Background: an optimization exercise with open tools, aiming at small area. Do not read the settings as production practice.
Power figures rest on the tool's default switching activity, not on a simulated workload.

// rv32i_core
module rv32i_core #(
    parameter logic [31:0] RESET_PC = '0
) (
    input  logic             clk,
    input  logic             rst,
    output logic [31:0]      imem_addr,
    input  logic [31:0]      imem_data,
    output logic             wb_valid,
    output logic [4:0]       wb_rd,
    output logic [31:0]      wb_data
);
    logic [4:0] p;
    logic [2:0] fs;
    logic       clr;       
    logic       last;      
    assign last = &p;
    logic [31:0] ins;
    logic [2:0]  f3;
    logic [4:0]  rd;
    logic        is_op, is_opimm, is_lui, is_auipc, is_br, is_jal, is_jalr;
    logic        is_alu, is_shift, is_slt, writes, rdnz;
    assign ins      = imem_data;
    assign f3       = ins[14:12];
    assign rd       = ins[11:7];
    assign is_op    = ins[6:0] == rv32_pkg::OPC_OP;
    assign is_opimm = ins[6:0] == rv32_pkg::OPC_OP_IMM;
    assign is_lui   = ins[6:0] == rv32_pkg::OPC_LUI;
    assign is_auipc = ins[6:0] == rv32_pkg::OPC_AUIPC;
    assign is_br    = ins[6:0] == rv32_pkg::OPC_BRANCH;
    assign is_jal   = ins[6:0] == rv32_pkg::OPC_JAL;
    assign is_jalr  = ins[6:0] == rv32_pkg::OPC_JALR;
    assign is_alu   = is_op || is_opimm;
    assign is_shift = is_alu && f3[1:0] == 2'b01;
    assign is_slt   = is_alu && f3[2:1] == 2'b01;
    assign writes   = is_alu || is_lui || is_auipc || is_jal || is_jalr;
    assign rdnz     = rd != 5'd0;
    logic f_exec, f_cmp, f_copy, f_shift, f_wb, f_npc;
    always_comb begin
        f_exec  = 1'b0;
        f_cmp   = 1'b0;
        f_copy  = 1'b0;
        f_shift = 1'b0;
        f_wb    = 1'b0;
        f_npc   = 1'b0;
        if (!clr) begin
            if (is_shift) begin
                f_copy  = fs == 3'd1;
                f_shift = fs == 3'd2;
                f_wb    = fs == 3'd3;
                f_npc   = fs == 3'd4;
            end else if (is_slt) begin
                f_cmp   = fs == 3'd1;
                f_exec  = fs == 3'd2;
                f_npc   = fs == 3'd3;
            end else if (is_br) begin
                f_cmp   = fs == 3'd1;
                f_npc   = fs == 3'd2;
            end else begin
                f_exec  = fs == 3'd1;
                f_npc   = fs == 3'd2;
            end
        end
    end
    always_ff @(posedge clk) begin
        if (rst) begin
  ...
export LEC_CHECK = 0
export ABC_AREA = 1
export CAP_MARGIN = 20
export CORE_MARGIN = 2
export CORE_UTILIZATION = 40
export SLEW_MARGIN = 20
create_clock -name core_clock -period 8.5 [get_ports {clk}]
standard.sh (not shown) runs the stock make flow with config.mk's settings and CLKGATE_MAP_FILE= SYNTH_SCRIPT=/design/flow/synth_recipe.tcl, a recipe that flattens the netlist after the stock synthesis.
==> flow/flow/run.sh <==
#!/bin/bash
# Standard layout, CTS without dummy loads, small clock buffers, small port buffers
export CTS_ARGS="-sink_clustering_enable -repair_clock_nets -dont_use_dummy_load -buf_list {sky130_fd_sc_hd__clkbuf_4 sky130_fd_sc_hd__clkbuf_8}"
export BUFFER_PORTS_ARGS="-buffer_cell sky130_fd_sc_hd__buf_1"
bash standard.sh > standard.log 2>&1
Rerun with:
==> flow/flow/run.sh (replaced) <==
#!/bin/bash
# Standard layout; CTS with large sink clusters, no dummy loads; small port buffers
export CTS_ARGS="-sink_clustering_enable -repair_clock_nets -dont_use_dummy_load -sink_clustering_size 32 -sink_clustering_max_diameter 60 -buf_list {sky130_fd_sc_hd__clkbuf_16}"
export BUFFER_PORTS_ARGS="-buffer_cell sky130_fd_sc_hd__buf_1"
bash standard.sh > standard.log 2>&1
The new run ran to the end with no violations.
Register-to-register slack degrades by 0.05 ns.
Sequential power is about the same.
Final cell count is lower by 3.6%.
Global-route usage shrinks by 0.90 points.
Maximum frequency went down by 3.5%.
Area after synthesis is unchanged.
Sequential cell count stays the same.
Clock skew rises by 0.024 ns.
Design area is lower by 3.1%.
Total power is lower by 9.2%.
First-iteration DRC count came out higher by 4.2%.
Rerun with:
==> flow/run.sh (new file) <==
#!/bin/bash
# synth_recipe.tcl (not shown) runs the flow's synth.tcl, then flattens the netlist and writes it again
# the make line also repeats each setting of config.mk as NAME=value (left out here)
make -C /OpenROAD-flow-scripts/flow DESIGN_CONFIG=/design/flow/config.mk WORK_HOME=/design/flow/orfs CLKGATE_MAP_FILE= SYNTH_SCRIPT=/design/flow/synth_recipe.tcl finish
ABC_AREA = unset   (was 1)
removed: flow/flow/run.sh
removed: flow/standard.sh
Effect:
- The new run went through all stages and came out clean
- critical path depth decreases by 12
- clock power climbs by 83%
- maximum frequency decreases by about 9%
- worst setup slack gets worse by 0.68 ns
- via count rose by about 3%
- area after synthesis is higher by about 1.5%
- core utilization came out higher by 4.0 points
- register-to-register slack got worse by 0.37 ns
- routed wire length goes up by 7.4%
- design area came out higher by 11%
Function was not checked in any run of this note: the RTL went through the layout flow alone.

---

Another version of the RTL of rv32i_core (not shown whole).
Size: about 24,000 um2 of cells after synthesis.
Settings: LEC_CHECK=0, ABC_AREA=1, CAP_MARGIN=20, CORE_MARGIN=2, CORE_UTILIZATION=40, SLEW_MARGIN=20; clock period 8.5 ns.
==> flow/flow/run.sh <==
#!/bin/bash
# Standard layout with three changes:
#  - ABC maps for area only (map -a) instead of the buffering/sizing area script;
#    registers are mapped before ABC runs, so they are the standard synthesis's
#  - CTS builds large sink clusters of clkbuf_16 and adds no dummy loads
#  - ports are buffered with buf_1
set -euo pipefail
cp -r "$FLOW_HOME/scripts" ./myscripts
printf 'strash\ndch\nmap -a\nstrash\ndch\nmap -a\ntopo\n' > ./myscripts/abc_area.script
export CTS_ARGS="-sink_clustering_enable -repair_clock_nets -dont_use_dummy_load -sink_clustering_size 28 -sink_clustering_max_diameter 100 -buf_list {sky130_fd_sc_hd__clkbuf_16}"
export BUFFER_PORTS_ARGS="-buffer_cell sky130_fd_sc_hd__buf_1"
bash standard.sh finish SCRIPTS_DIR="$PWD/myscripts" > standard.log 2>&1
The baseline completed with no timing, DRC or antenna violations.
Edit:
==> flow/flow/run.sh (replaced) <==
#!/bin/bash
# Standard layout; CTS with large sink clusters, no dummy loads; small port buffers
export CTS_ARGS="-sink_clustering_enable -repair_clock_nets -dont_use_dummy_load -sink_clustering_size 28 -sink_clustering_max_diameter 100 -buf_list {sky130_fd_sc_hd__clkbuf_16}"
export BUFFER_PORTS_ARGS="-buffer_cell sky130_fd_sc_hd__buf_1"
bash standard.sh > standard.log 2>&1
Area after synthesis goes up by 2.5%.
Total power went down by 0.51%.
Sequential power barely changes.
Final area increases by 1.8%.
Core utilization drops by 0.28 points.
Function was not checked in any run of this note: the RTL went through the layout flow alone.

what the ideal ports hide:
The results above use ideal ports. As a check the final layouts listed here were re-extracted and re-timed, cells and wires unchanged.
Step 1 assumes that a clkbuf_16 drives the clock port and a buf_2 every other input.
Step 2 times the ports against the registers' clock, not the clock port: input delays grow and output delays shrink by t, the midpoint of the rising clock arrivals with the driver on.
Three values: no drivers, after step 1, after step 2; two values: the first two.
run | shift t [ns] | setup WS [ns] | hold slack, ns | worst setup path after step 2 | worst register clock-pin slew, ns
the first run of note 1 | 0.786 | 2.131 / 2.133 / 1.347 | 0.258 / 0.258 / 0.258 | input to register | 0.06 / 0.06
the second run of note 1 | 0.634 | 1.899 / 1.907 / 1.273 | 0.276 / 0.276 / 0.276 | input to register | 0.11 / 0.11
the third run of note 1 | 0.685 | 1.218 / 1.236 / 0.551 | 0.289 / 0.289 / 0.289 | input to register | 0.07 / 0.07
the first run of note 2 | 0.637 | 0.812 / 0.846 / 0.209 | 0.292 / 0.292 / 0.292 | input to register | 0.10 / 0.10
the second run of note 2 | 0.625 | 2.751 / 2.756 / 2.132 | 0.291 / 0.291 / 0.291 | input to register | 0.11 / 0.11
After both steps setup and hold are still met in every run listed. The setup slack of the first run of note 1, which loses most, moves by +0.002 ns with the drivers and by -0.784 ns with both steps.
